Background: an optimization exercise with open tools, aiming at small area and few clock cycles. Do not read the settings as production practice. Function was checked by simulation only, so behaviour that the tests miss may differ from the original. Power is estimated from default activity; no workload was simulated.

==> trial 32 <==
==> flow/design.v <==
`default_nettype none
package dcache_pkg;
	localparam int word_width      = 32;
	localparam int num_ways        = 2;
	localparam int num_sets        = 8;
	localparam int index_width     = 3;
	localparam int tag_width       = 26;
	localparam int words_per_block = 2;
	localparam int num_frames      = 16;
endpackage
`default_nettype wire
`timescale 1ns/1ps
`default_nettype none
module dcache (
	input  logic        clk,
	input  logic        rst_n,
	input  logic        dp_ren,
	input  logic        dp_wen,
	input  logic [31:0] dp_addr,
	input  logic [31:0] dp_store,
	input  logic        halt,
	output logic        dp_hit,
	output logic [31:0] dp_load,
	output logic        flushed,
	output logic        mem_ren,
	output logic        mem_wen,
	output logic [31:0] mem_addr,
	output logic [31:0] mem_store,
	input  logic        mem_dwait,
	input  logic [31:0] mem_load
);
	logic [25:0] tag_q  [16];   
	logic [31:0] data_q [32];   
	logic [15:0] valid_q;       
	logic [31:0] dirty_q;       
	logic [7:0]  lru_q;         
	logic [1:0]  fv_q;          
	logic [1:0]  fk_q;          
	logic [25:0] ft_q [2];
	logic [2:0]  fs_q [2];
	logic [1:0]  fw_q;          
	logic [1:0]  fb_q;          
	logic        fgo_q;         
	logic [7:0]  flset_q;
	logic        req;
	logic [25:0] dtag;
	logic [2:0]  didx;
	logic        dw;
	assign req  = dp_ren | dp_wen;
	assign dtag = dp_addr[31:6];
	assign didx = dp_addr[5:3];
	assign dw   = dp_addr[2];
	logic [7:0]  set_oh;
	always_comb begin
		for (int i = 0; i < 8; i++) begin
			set_oh[i] = halt ? flset_q[i] : (didx == 3'(i));
		end
	end
	logic [25:0] tag_r [2];         
	logic [31:0] data_r [2][2];     
	logic [1:0]  valid_r;
	logic [3:0]  dirty_r;           
	always_comb begin
		for (int w = 0; w < 2; w++) begin
			tag_r[w] = '0;
			for (int s = 0; s < 8; s++) begin
				tag_r[w] = tag_r[w] | ({26{set_oh[s]}} & tag_q[2 * s + w]);
			end
			for (int b = 0; b < 2; b++) begin
				data_r[w][b] = '0;
				for (int s = 0; s < 8; s++) begin
					data_r[w][b] = data_r[w][b] | ({32{set_oh[s]}} & data_q[4 * s + 2 * w + b]);
				end
			end
		end
		valid_r = '0;
		dirty_r = '0;
		for (int s = 0; s < 8; s++) begin
			valid_r = valid_r | ({2{set_oh[s]}} & valid_q[2 * s +: 2]);
			dirty_r = dirty_r | ({4{set_oh[s]}} & dirty_q[4 * s +: 4]);
		end
	end
	logic        m0, m1, hit, hw;
	assign m0  = valid_r[0] && (tag_r[0] == dtag);
	assign m1  = valid_r[1] && (tag_r[1] == dtag);
	assign hit = m0 | m1;
	assign hw  = m1;
	logic        victim;
	logic        dv_c, dv_o, wb_need;
	logic        wword;
	logic [1:0] nd0, nd1;
	assign nd0     = 2'(dirty_r[0]) + 2'(dirty_r[1]);
	assign nd1     = 2'(dirty_r[2]) + 2'(dirty_r[3]);
	assign victim  = !valid_r[0] ? 1'b0 : (!valid_r[1] ? 1'b1 :
	                 (nd0 < nd1) ? 1'b0 : ((nd1 < nd0) ? 1'b1 : lru_q[didx]));
	assign dv_c    = dirty_r[{victim, dw}];
	assign dv_o    = dirty_r[{victim, ~dw}];
	assign wb_need = dv_c | dv_o;
	assign wword   = dv_c ? dw : ~dw;
	logic        fl_any;
	logic        fl_way, fl_word;
	logic        any_dirty;
	assign fl_any    = |dirty_r;
	assign fl_way    = !(dirty_r[0] | dirty_r[1]);
	assign fl_word   = fl_way ? !dirty_r[2] : !dirty_r[0];
	assign any_dirty = |dirty_q;
	logic        wb_way, wb_word;
	assign wb_way  = halt ? fl_way  : victim;
	assign wb_word = halt ? fl_word : wword;
	logic [1:0]  pend_e;
	logic        pend, busy, miss_go, fill_go, fill_done;
	always_comb begin
		for (int e = 0; e < 2; e++) begin
			pend_e[e] = fv_q[e] && !fk_q[e] && (fs_q[e] == didx) && (fw_q[e] == hw) && (fb_q[e] == dw);
		end
	end
	assign pend = |pend_e;
	assign busy = (fv_q[0] && (fs_q[0] == didx) && (fw_q[0] == victim)) ||
	              (fv_q[1] && (fs_q[1] == didx) && (fw_q[1] == victim));
	assign miss_go   = !fgo_q && req && !hit && !busy && (wb_need || (dp_ren && !fv_q[1]));
	assign fill_go   = fgo_q || (fv_q[0] && !miss_go);
	assign fill_done = fill_go && !mem_dwait;
	logic        fill_wr;    
	logic        hit_ok;     
	logic        miss_ok;    
	logic        clr_en;     
	logic        kill;
	always_comb begin
		hit_ok  = 1'b0;
		miss_ok = 1'b0;
		kill    = 1'b0;
		if (req && hit) begin
			if (dp_wen) begin
				hit_ok = pend_e[0] || !(fill_done && !fk_q[0]);
				kill   = hit_ok && pend;
			end else begin
				hit_ok = !pend || (pend_e[0] && fill_done);
			end
		end else if (req && !busy && !wb_need) begin
			miss_ok = dp_wen ? (!fv_q[1] && !(fill_done && !fk_q[0])) : (miss_go && !mem_dwait);
		end
	end
	assign fill_wr = fill_done && !fk_q[0] && !(kill && pend_e[0]);
	assign clr_en  = mem_wen && !mem_dwait;
	assign dp_hit  = hit_ok || miss_ok;
	assign flushed = halt && !any_dirty && !fv_q[0];
	always_comb begin
		if (hit && !pend) begin
			dp_load = hw ? data_r[1][dw] : data_r[0][dw];
		end else begin
			dp_load = mem_load;
		end
	end
	always_comb begin
		mem_ren   = 1'b0;
		mem_wen   = 1'b0;
		mem_store = data_r[wb_way][wb_word];
		if (fill_go) begin
			mem_ren  = 1'b1;
			mem_addr = {ft_q[0], fs_q[0], fb_q[0], 2'b00};
		end else if (halt) begin
			mem_wen  = fl_any && !fv_q[0];
			mem_addr = {tag_r[fl_way], flset_idx(flset_q), fl_word, 2'b00};
		end else if (wb_need) begin
			mem_wen  = miss_go;
			mem_addr = {tag_r[victim], didx, wword, 2'b00};
		end else begin
			mem_ren  = miss_go;
			mem_addr = {dtag, didx, dw, 2'b00};
		end
	end
	function automatic logic [2:0] flset_idx(input logic [7:0] oh);
		flset_idx = 3'd0;
		for (int i = 0; i < 8; i++) begin
			if (oh[i]) flset_idx = flset_idx | 3'(i);
		end
	endfunction
	logic        wr_way;
	logic [31:0] wdata;
	logic [31:0] wr_en;
	assign wr_way = m1 | (!m0 & victim);
	assign wdata  = (dp_wen && !fill_wr) ? dp_store : mem_load;
	always_comb begin
		for (int i = 0; i < 32; i++) begin
			wr_en[i] = (fill_wr && (i == {fs_q[0], fw_q[0], fb_q[0]})) ||
			           ((hit_ok && dp_wen || miss_ok) && (i == {didx, wr_way, dw}));
		end
	end
	logic fq_new0;
	assign fq_new0 = !fv_q[0] || (fill_done && !fv_q[1]);
	always_ff @(posedge clk) begin
		for (int i = 0; i < 32; i++) begin
			if (wr_en[i]) data_q[i] <= wdata;
		end
		if (miss_ok) begin
			tag_q[{didx, victim}] <= dtag;
		end
		if (fill_done) begin
			ft_q[0] <= ft_q[1];
			fs_q[0] <= fs_q[1];
		end
		if (miss_ok) begin
			if (fq_new0) begin
				ft_q[0] <= dtag;
				fs_q[0] <= didx;
			end else begin
				ft_q[1] <= dtag;
				fs_q[1] <= didx;
			end
		end
	end
	always_ff @(posedge clk, negedge rst_n) begin
		if (!rst_n) begin
			valid_q <= '0;
			dirty_q <= '0;
			lru_q   <= '0;
			fv_q    <= '0;
			fk_q    <= '0;
			fw_q    <= '0;
			fb_q    <= '0;
			fgo_q   <= 1'b0;
			flset_q <= 8'd1;
		end else begin
			if (miss_ok) begin
				valid_q[{didx, victim}] <= 1'b1;
			end
			if (clr_en) begin
				dirty_q[{(halt ? flset_idx(flset_q) : didx), wb_way, wb_word}] <= 1'b0;
			end
			if (dp_hit && dp_wen) begin
				dirty_q[{didx, wr_way, dw}] <= 1'b1;
			end
			if (dp_hit) begin
				lru_q[didx] <= ~wr_way;
			end
			begin
				logic [1:0] v, k, w, b;
				v = fv_q;
				k = fk_q | ({2{kill}} & pend_e);
				w = fw_q;
				b = fb_q;
				if (fill_done) begin
					v = {1'b0, v[1]};
					k = {1'b0, k[1]};
					w = {1'b0, w[1]};
					b = {1'b0, b[1]};
				end
				if (miss_ok) begin
					if (!v[0]) begin
						v[0] = 1'b1;
						k[0] = 1'b0;
						w[0] = victim;
						b[0] = ~dw;
					end else begin
						v[1] = 1'b1;
						k[1] = 1'b0;
						w[1] = victim;
						b[1] = ~dw;
					end
				end
				fv_q <= v;
				fk_q <= k;
				fw_q <= w;
				fb_q <= b;
			end
			fgo_q <= fill_go && mem_dwait;
			if (halt && !fv_q[0] && !fl_any) begin
				flset_q <= {flset_q[6:0], flset_q[7]};
			end
		end
	end
endmodule
`default_nettype wire
`timescale 1ns/1ps
`default_nettype none
module dcache_top (
	input  wire        clk,
	input  wire        rst_n,
	input  wire        dp_ren,
	input  wire        dp_wen,
	input  wire [31:0] dp_addr,
	input  wire [31:0] dp_store,
	input  wire        halt,
	output wire        dp_hit,
	output wire [31:0] dp_load,
	output wire        flushed,
	output wire        mem_ren,
	output wire        mem_wen,
	output wire [31:0] mem_addr,
	output wire [31:0] mem_store,
	input  wire        mem_dwait,
	input  wire [31:0] mem_load
);
	dcache i_dcache (
		.clk       (clk),
		.rst_n     (rst_n),
		.dp_ren    (dp_ren),
		.dp_wen    (dp_wen),
		.dp_addr   (dp_addr),
		.dp_store  (dp_store),
		.halt      (halt),
		.dp_hit    (dp_hit),
		.dp_load   (dp_load),
		.flushed   (flushed),
		.mem_ren   (mem_ren),
		.mem_wen   (mem_wen),
		.mem_addr  (mem_addr),
		.mem_store (mem_store),
		.mem_dwait (mem_dwait),
		.mem_load  (mem_load)
	);
endmodule
`default_nettype wire
==> flow/flow/run.sh <==
#!/bin/bash
# Standard ORFS layout, with two sizing changes:
#  - port buffers are plain buf_1 cells instead of the platform's default pick
#  - timing repair may resize a cell into a different footprint
# The make output goes to flow_make.log in the work folder.
set -euo pipefail
bash standard.sh MATCH_CELL_FOOTPRINT=0 "BUFFER_PORTS_ARGS=-buffer_cell sky130_fd_sc_hd__buf_1" finish > flow_make.log 2>&1
==> flow/standard.sh <==
#!/bin/bash
# synth_recipe.tcl (not shown) runs the flow's synth.tcl, then flattens the netlist and writes it again
# the make line also repeats each setting of config.mk as NAME=value (left out here)
make -C /OpenROAD-flow-scripts/flow DESIGN_CONFIG=/design/flow/config.mk WORK_HOME=/design/flow/orfs CLKGATE_MAP_FILE= SYNTH_SCRIPT=/design/flow/synth_recipe.tcl "${@:-finish}"
==> flow/config.mk <==
export PLATFORM = sky130hd
export DESIGN_NAME = dcache_top
export DESIGN_NICKNAME = dcache_top
export VERILOG_FILES = /design/flow/design.v
export SDC_FILE = /design/flow/constraint.sdc
export NUM_CORES = 4
export LEC_CHECK = 0
export CAP_MARGIN = 5
export CORE_MARGIN = 2
export CORE_UTILIZATION = 60
export CTS_CLUSTER_DIAMETER = 150
export CTS_CLUSTER_SIZE = 24
export SLEW_MARGIN = 5
==> flow/constraint.sdc <==
create_clock -name core_clock -period 11.0 [get_ports {clk}]
set_input_delay 2.2000 -clock core_clock [delete_from_list [all_inputs] [get_ports {clk}]]
set_output_delay 2.2000 -clock core_clock [all_outputs]
set_load 0.01 [all_outputs]
==> build 84 (differences from trial 32) <==
--- a/flow/design.v
+++ b/flow/design.v
@@ -36,9 +36,8 @@
 	logic [7:0]  lru_q;         
-	logic [1:0]  fv_q;          
-	logic [1:0]  fk_q;          
-	logic [25:0] ft_q [2];
-	logic [2:0]  fs_q [2];
-	logic [1:0]  fw_q;          
-	logic [1:0]  fb_q;          
-	logic        fgo_q;         
+	logic        fill_q;        
+	logic        fkill_q;       
+	logic [25:0] ftag_q;
+	logic [2:0]  fset_q;
+	logic        fway_q;
+	logic        fword_q;
 	logic [7:0]  flset_q;
@@ -90,7 +89,3 @@
 	logic        wword;
-	logic [1:0] nd0, nd1;
-	assign nd0     = 2'(dirty_r[0]) + 2'(dirty_r[1]);
-	assign nd1     = 2'(dirty_r[2]) + 2'(dirty_r[3]);
-	assign victim  = !valid_r[0] ? 1'b0 : (!valid_r[1] ? 1'b1 :
-	                 (nd0 < nd1) ? 1'b0 : ((nd1 < nd0) ? 1'b1 : lru_q[didx]));
+	assign victim  = !valid_r[0] ? 1'b0 : (!valid_r[1] ? 1'b1 : lru_q[didx]);
 	assign dv_c    = dirty_r[{victim, dw}];
@@ -109,15 +104,5 @@
 	assign wb_word = halt ? fl_word : wword;
-	logic [1:0]  pend_e;
-	logic        pend, busy, miss_go, fill_go, fill_done;
-	always_comb begin
-		for (int e = 0; e < 2; e++) begin
-			pend_e[e] = fv_q[e] && !fk_q[e] && (fs_q[e] == didx) && (fw_q[e] == hw) && (fb_q[e] == dw);
-		end
-	end
-	assign pend = |pend_e;
-	assign busy = (fv_q[0] && (fs_q[0] == didx) && (fw_q[0] == victim)) ||
-	              (fv_q[1] && (fs_q[1] == didx) && (fw_q[1] == victim));
-	assign miss_go   = !fgo_q && req && !hit && !busy && (wb_need || (dp_ren && !fv_q[1]));
-	assign fill_go   = fgo_q || (fv_q[0] && !miss_go);
-	assign fill_done = fill_go && !mem_dwait;
+	logic pend, fill_done;
+	assign pend      = fill_q && !fkill_q && (fset_q == didx) && (fway_q == hw) && (fword_q == dw);
+	assign fill_done = fill_q && !mem_dwait;
 	logic        fill_wr;    
@@ -132,16 +117,16 @@
 		if (req && hit) begin
-			if (dp_wen) begin
-				hit_ok = pend_e[0] || !(fill_done && !fk_q[0]);
-				kill   = hit_ok && pend;
+			if (pend) begin
+				hit_ok = dp_wen || fill_done;
+				kill   = dp_wen;
 			end else begin
-				hit_ok = !pend || (pend_e[0] && fill_done);
-			end
-		end else if (req && !busy && !wb_need) begin
-			miss_ok = dp_wen ? (!fv_q[1] && !(fill_done && !fk_q[0])) : (miss_go && !mem_dwait);
-		end
-	end
-	assign fill_wr = fill_done && !fk_q[0] && !(kill && pend_e[0]);
-	assign clr_en  = mem_wen && !mem_dwait;
+				hit_ok = !(dp_wen && fill_done && !fkill_q);
+			end
+		end else if (req && !fill_q && !wb_need) begin
+			miss_ok = dp_wen || !mem_dwait;
+		end
+	end
+	assign fill_wr = fill_done && !fkill_q && !kill;
+	assign clr_en  = !fill_q && !mem_dwait && mem_wen;
 	assign dp_hit  = hit_ok || miss_ok;
-	assign flushed = halt && !any_dirty && !fv_q[0];
+	assign flushed = halt && !any_dirty && !fill_q;
 	always_comb begin
@@ -157,13 +142,13 @@
 		mem_store = data_r[wb_way][wb_word];
-		if (fill_go) begin
+		if (fill_q) begin
 			mem_ren  = 1'b1;
-			mem_addr = {ft_q[0], fs_q[0], fb_q[0], 2'b00};
+			mem_addr = {ftag_q, fset_q, fword_q, 2'b00};
 		end else if (halt) begin
-			mem_wen  = fl_any && !fv_q[0];
+			mem_wen  = fl_any;
 			mem_addr = {tag_r[fl_way], flset_idx(flset_q), fl_word, 2'b00};
 		end else if (wb_need) begin
-			mem_wen  = miss_go;
+			mem_wen  = req && !hit;
 			mem_addr = {tag_r[victim], didx, wword, 2'b00};
 		end else begin
-			mem_ren  = miss_go;
+			mem_ren  = dp_ren && !hit;
 			mem_addr = {dtag, didx, dw, 2'b00};
@@ -184,3 +169,3 @@
 		for (int i = 0; i < 32; i++) begin
-			wr_en[i] = (fill_wr && (i == {fs_q[0], fw_q[0], fb_q[0]})) ||
+			wr_en[i] = (fill_wr && (i == {fset_q, fway_q, fword_q})) ||
 			           ((hit_ok && dp_wen || miss_ok) && (i == {didx, wr_way, dw}));
@@ -188,4 +173,2 @@
 	end
-	logic fq_new0;
-	assign fq_new0 = !fv_q[0] || (fill_done && !fv_q[1]);
 	always_ff @(posedge clk) begin
@@ -196,15 +179,6 @@
 			tag_q[{didx, victim}] <= dtag;
-		end
-		if (fill_done) begin
-			ft_q[0] <= ft_q[1];
-			fs_q[0] <= fs_q[1];
-		end
-		if (miss_ok) begin
-			if (fq_new0) begin
-				ft_q[0] <= dtag;
-				fs_q[0] <= didx;
-			end else begin
-				ft_q[1] <= dtag;
-				fs_q[1] <= didx;
-			end
+			ftag_q                <= dtag;
+			fset_q                <= didx;
+			fway_q                <= victim;
+			fword_q               <= ~dw;
 		end
@@ -216,7 +190,4 @@
 			lru_q   <= '0;
-			fv_q    <= '0;
-			fk_q    <= '0;
-			fw_q    <= '0;
-			fb_q    <= '0;
-			fgo_q   <= 1'b0;
+			fill_q  <= 1'b0;
+			fkill_q <= 1'b0;
 			flset_q <= 8'd1;
@@ -235,34 +206,12 @@
 			end
-			begin
-				logic [1:0] v, k, w, b;
-				v = fv_q;
-				k = fk_q | ({2{kill}} & pend_e);
-				w = fw_q;
-				b = fb_q;
-				if (fill_done) begin
-					v = {1'b0, v[1]};
-					k = {1'b0, k[1]};
-					w = {1'b0, w[1]};
-					b = {1'b0, b[1]};
-				end
-				if (miss_ok) begin
-					if (!v[0]) begin
-						v[0] = 1'b1;
-						k[0] = 1'b0;
-						w[0] = victim;
-						b[0] = ~dw;
-					end else begin
-						v[1] = 1'b1;
-						k[1] = 1'b0;
-						w[1] = victim;
-						b[1] = ~dw;
-					end
-				end
-				fv_q <= v;
-				fk_q <= k;
-				fw_q <= w;
-				fb_q <= b;
-			end
-			fgo_q <= fill_go && mem_dwait;
-			if (halt && !fv_q[0] && !fl_any) begin
+			if (miss_ok) begin
+				fill_q  <= 1'b1;
+				fkill_q <= 1'b0;
+			end else if (fill_done) begin
+				fill_q  <= 1'b0;
+			end
+			if (kill) begin
+				fkill_q <= 1'b1;
+			end
+			if (halt && !fill_q && !fl_any) begin
 				flset_q <= {flset_q[6:0], flset_q[7]};
==> flow/run.sh (new file) <==
#!/bin/bash
# synth_recipe.tcl (not shown) runs the flow's synth.tcl, then flattens the netlist and writes it again
# the make line also repeats each setting of config.mk as NAME=value (left out here)
make -C /OpenROAD-flow-scripts/flow DESIGN_CONFIG=/design/flow/config.mk WORK_HOME=/design/flow/orfs CLKGATE_MAP_FILE= SYNTH_SCRIPT=/design/flow/synth_recipe.tcl finish
Settings changed: CAP_MARGIN 5 to 20, CORE_UTILIZATION 60 to 40, CTS_BUF_LIST set to sky130_fd_sc_hd__clkbuf_8, CTS_CLUSTER_DIAMETER 150 to unset, CTS_CLUSTER_SIZE 24 to unset, SLEW_MARGIN 5 to 20.
removed: flow/flow/run.sh
removed: flow/standard.sh
==> trial 61 (differences from trial 32) <==
--- a/flow/design.v
+++ b/flow/design.v
@@ -36,9 +36,8 @@
 	logic [7:0]  lru_q;         
-	logic [1:0]  fv_q;          
-	logic [1:0]  fk_q;          
-	logic [25:0] ft_q [2];
-	logic [2:0]  fs_q [2];
-	logic [1:0]  fw_q;          
-	logic [1:0]  fb_q;          
-	logic        fgo_q;         
+	logic        fill_q;        
+	logic        fkill_q;       
+	logic [25:0] ftag_q;
+	logic [2:0]  fset_q;
+	logic        fway_q;
+	logic        fword_q;
 	logic [7:0]  flset_q;
@@ -109,15 +108,5 @@
 	assign wb_word = halt ? fl_word : wword;
-	logic [1:0]  pend_e;
-	logic        pend, busy, miss_go, fill_go, fill_done;
-	always_comb begin
-		for (int e = 0; e < 2; e++) begin
-			pend_e[e] = fv_q[e] && !fk_q[e] && (fs_q[e] == didx) && (fw_q[e] == hw) && (fb_q[e] == dw);
-		end
-	end
-	assign pend = |pend_e;
-	assign busy = (fv_q[0] && (fs_q[0] == didx) && (fw_q[0] == victim)) ||
-	              (fv_q[1] && (fs_q[1] == didx) && (fw_q[1] == victim));
-	assign miss_go   = !fgo_q && req && !hit && !busy && (wb_need || (dp_ren && !fv_q[1]));
-	assign fill_go   = fgo_q || (fv_q[0] && !miss_go);
-	assign fill_done = fill_go && !mem_dwait;
+	logic pend, fill_done;
+	assign pend      = fill_q && !fkill_q && (fset_q == didx) && (fway_q == hw) && (fword_q == dw);
+	assign fill_done = fill_q && !mem_dwait;
 	logic        fill_wr;    
@@ -132,16 +121,16 @@
 		if (req && hit) begin
-			if (dp_wen) begin
-				hit_ok = pend_e[0] || !(fill_done && !fk_q[0]);
-				kill   = hit_ok && pend;
+			if (pend) begin
+				hit_ok = dp_wen || fill_done;
+				kill   = dp_wen;
 			end else begin
-				hit_ok = !pend || (pend_e[0] && fill_done);
-			end
-		end else if (req && !busy && !wb_need) begin
-			miss_ok = dp_wen ? (!fv_q[1] && !(fill_done && !fk_q[0])) : (miss_go && !mem_dwait);
-		end
-	end
-	assign fill_wr = fill_done && !fk_q[0] && !(kill && pend_e[0]);
-	assign clr_en  = mem_wen && !mem_dwait;
+				hit_ok = !(dp_wen && fill_done && !fkill_q);
+			end
+		end else if (req && !fill_q && !wb_need) begin
+			miss_ok = dp_wen || !mem_dwait;
+		end
+	end
+	assign fill_wr = fill_done && !fkill_q && !kill;
+	assign clr_en  = !fill_q && !mem_dwait && mem_wen;
 	assign dp_hit  = hit_ok || miss_ok;
-	assign flushed = halt && !any_dirty && !fv_q[0];
+	assign flushed = halt && !any_dirty && !fill_q;
 	always_comb begin
@@ -157,13 +146,13 @@
 		mem_store = data_r[wb_way][wb_word];
-		if (fill_go) begin
+		if (fill_q) begin
 			mem_ren  = 1'b1;
-			mem_addr = {ft_q[0], fs_q[0], fb_q[0], 2'b00};
+			mem_addr = {ftag_q, fset_q, fword_q, 2'b00};
 		end else if (halt) begin
-			mem_wen  = fl_any && !fv_q[0];
+			mem_wen  = fl_any;
 			mem_addr = {tag_r[fl_way], flset_idx(flset_q), fl_word, 2'b00};
 		end else if (wb_need) begin
-			mem_wen  = miss_go;
+			mem_wen  = req && !hit;
 			mem_addr = {tag_r[victim], didx, wword, 2'b00};
 		end else begin
-			mem_ren  = miss_go;
+			mem_ren  = dp_ren && !hit;
 			mem_addr = {dtag, didx, dw, 2'b00};
@@ -184,3 +173,3 @@
 		for (int i = 0; i < 32; i++) begin
-			wr_en[i] = (fill_wr && (i == {fs_q[0], fw_q[0], fb_q[0]})) ||
+			wr_en[i] = (fill_wr && (i == {fset_q, fway_q, fword_q})) ||
 			           ((hit_ok && dp_wen || miss_ok) && (i == {didx, wr_way, dw}));
@@ -188,4 +177,2 @@
 	end
-	logic fq_new0;
-	assign fq_new0 = !fv_q[0] || (fill_done && !fv_q[1]);
 	always_ff @(posedge clk) begin
@@ -196,15 +183,6 @@
 			tag_q[{didx, victim}] <= dtag;
-		end
-		if (fill_done) begin
-			ft_q[0] <= ft_q[1];
-			fs_q[0] <= fs_q[1];
-		end
-		if (miss_ok) begin
-			if (fq_new0) begin
-				ft_q[0] <= dtag;
-				fs_q[0] <= didx;
-			end else begin
-				ft_q[1] <= dtag;
-				fs_q[1] <= didx;
-			end
+			ftag_q                <= dtag;
+			fset_q                <= didx;
+			fway_q                <= victim;
+			fword_q               <= ~dw;
 		end
@@ -216,7 +194,4 @@
 			lru_q   <= '0;
-			fv_q    <= '0;
-			fk_q    <= '0;
-			fw_q    <= '0;
-			fb_q    <= '0;
-			fgo_q   <= 1'b0;
+			fill_q  <= 1'b0;
+			fkill_q <= 1'b0;
 			flset_q <= 8'd1;
@@ -235,34 +210,12 @@
 			end
-			begin
-				logic [1:0] v, k, w, b;
-				v = fv_q;
-				k = fk_q | ({2{kill}} & pend_e);
-				w = fw_q;
-				b = fb_q;
-				if (fill_done) begin
-					v = {1'b0, v[1]};
-					k = {1'b0, k[1]};
-					w = {1'b0, w[1]};
-					b = {1'b0, b[1]};
-				end
-				if (miss_ok) begin
-					if (!v[0]) begin
-						v[0] = 1'b1;
-						k[0] = 1'b0;
-						w[0] = victim;
-						b[0] = ~dw;
-					end else begin
-						v[1] = 1'b1;
-						k[1] = 1'b0;
-						w[1] = victim;
-						b[1] = ~dw;
-					end
-				end
-				fv_q <= v;
-				fk_q <= k;
-				fw_q <= w;
-				fb_q <= b;
-			end
-			fgo_q <= fill_go && mem_dwait;
-			if (halt && !fv_q[0] && !fl_any) begin
+			if (miss_ok) begin
+				fill_q  <= 1'b1;
+				fkill_q <= 1'b0;
+			end else if (fill_done) begin
+				fill_q  <= 1'b0;
+			end
+			if (kill) begin
+				fkill_q <= 1'b1;
+			end
+			if (halt && !fill_q && !fl_any) begin
 				flset_q <= {flset_q[6:0], flset_q[7]};
==> flow/run.sh (new file) <==
#!/bin/bash
# synth_recipe.tcl (not shown) runs the flow's synth.tcl, then flattens the netlist and writes it again
# the make line also repeats each setting of config.mk as NAME=value (left out here)
make -C /OpenROAD-flow-scripts/flow DESIGN_CONFIG=/design/flow/config.mk WORK_HOME=/design/flow/orfs CLKGATE_MAP_FILE= SYNTH_SCRIPT=/design/flow/synth_recipe.tcl finish
Settings changed: CAP_MARGIN 5 to 20, CTS_CLUSTER_SIZE 24 to 20, SLEW_MARGIN 5 to 20.
removed: flow/flow/run.sh
removed: flow/standard.sh
==> run summary <==
- Trial 61 ran to the end with no violations. Trial 32 produced a clean layout. Build 84 completed with no timing, DRC or antenna violations.
- In trial 32 the core utilization is higher than in build 84, by 19 points.
- The highest count of clock-buffer cells in the layout belongs to build 84, the lowest to trial 61.
- Non-clock buffer count: trial 61 < trial 32 < build 84.
- Between trial 61 and trial 32, the lower register-to-register slack is in trial 61 (gap 0.44 ns).
- The highest global-route usage belongs to trial 32, the lowest to build 84.
- Between build 84 and trial 61, the lower sequential power is in build 84 (gap about 2%, measured against trial 61).
==> figures <==
metric	build 84	trial 32	trial 61
Timing endpoint of the critical path	dp_load[9]	mem_store[4]	dp_load[20]
Comb group	2.37 mW	2.60 mW	5.79 mW
Post-Synth XOR/XNOR Area	0.00710	0.00642	0.00697
Global routing met3 resource utilization	0.0537	0.0837	0.0764
Fin Clk Skew	0.110 ns	0.0418 ns	0.0495 ns
Status	no timing/DRC/antenna violations	no timing/DRC/antenna violations	no timing/DRC/antenna violations
Initial Util	0.403	0.606	0.606
Max rail drop VDD	0.118 mV	0.148 mV	0.253 mV
Share of the final layout cell area in sequential cells	0.627	0.669	0.657
Share of the clock period used by the worst path	0.965	0.975	0.975
Worst Hold End	i_dcache.valid_q[15]	i_dcache.valid_q[11]	i_dcache.valid_q[13]
P&R area growth vs syn	16.3%	8.78%	11.0%
Post-Route M1 WL	80.4 mm	78.1 mm	69.8 mm
Testbench counts of trial 32, summed over its fixed seeds: cycles 39,499.
Testbench counts of build 84, summed over its fixed seeds: cycles 45,194.
Testbench counts of trial 61, summed over its fixed seeds: cycles 41,193.

port drivers added, routing unchanged:
The results above use ideal ports. As a check the final layouts listed here were re-extracted and re-timed, cells and wires unchanged.
Step 1: set_driving_cell puts a clkbuf_16 on clk and a buf_2 on each other input, an assumption about the parent block.
Step 2 times the ports against the registers' clock, not the clock port: input delays grow and output delays shrink by t, the midpoint of the rising clock arrivals with the driver on.
Slacks: no drivers / after step 1 / after step 2; pairs: no drivers / after step 1.
| run | shift t [ns] | setup slack, ns | worst setup path at the end | worst slew at a driven data input, ns |
|---|---|---|---|---|
| trial 32 | 0.762 | 0.280 / 0.254 / 0.254 | input to output | 0.09 |
| build 84 | 1.016 | 0.380 / 0.338 / 0.338 | input to output | 0.13 |
| trial 61 | 0.776 | 0.272 / 0.244 / 0.181 | input to register | 0.11 |
After both steps every run listed still meets setup and hold. The setup slack of trial 61, which loses most, moves by -0.028 ns with the drivers and by -0.091 ns with both steps.
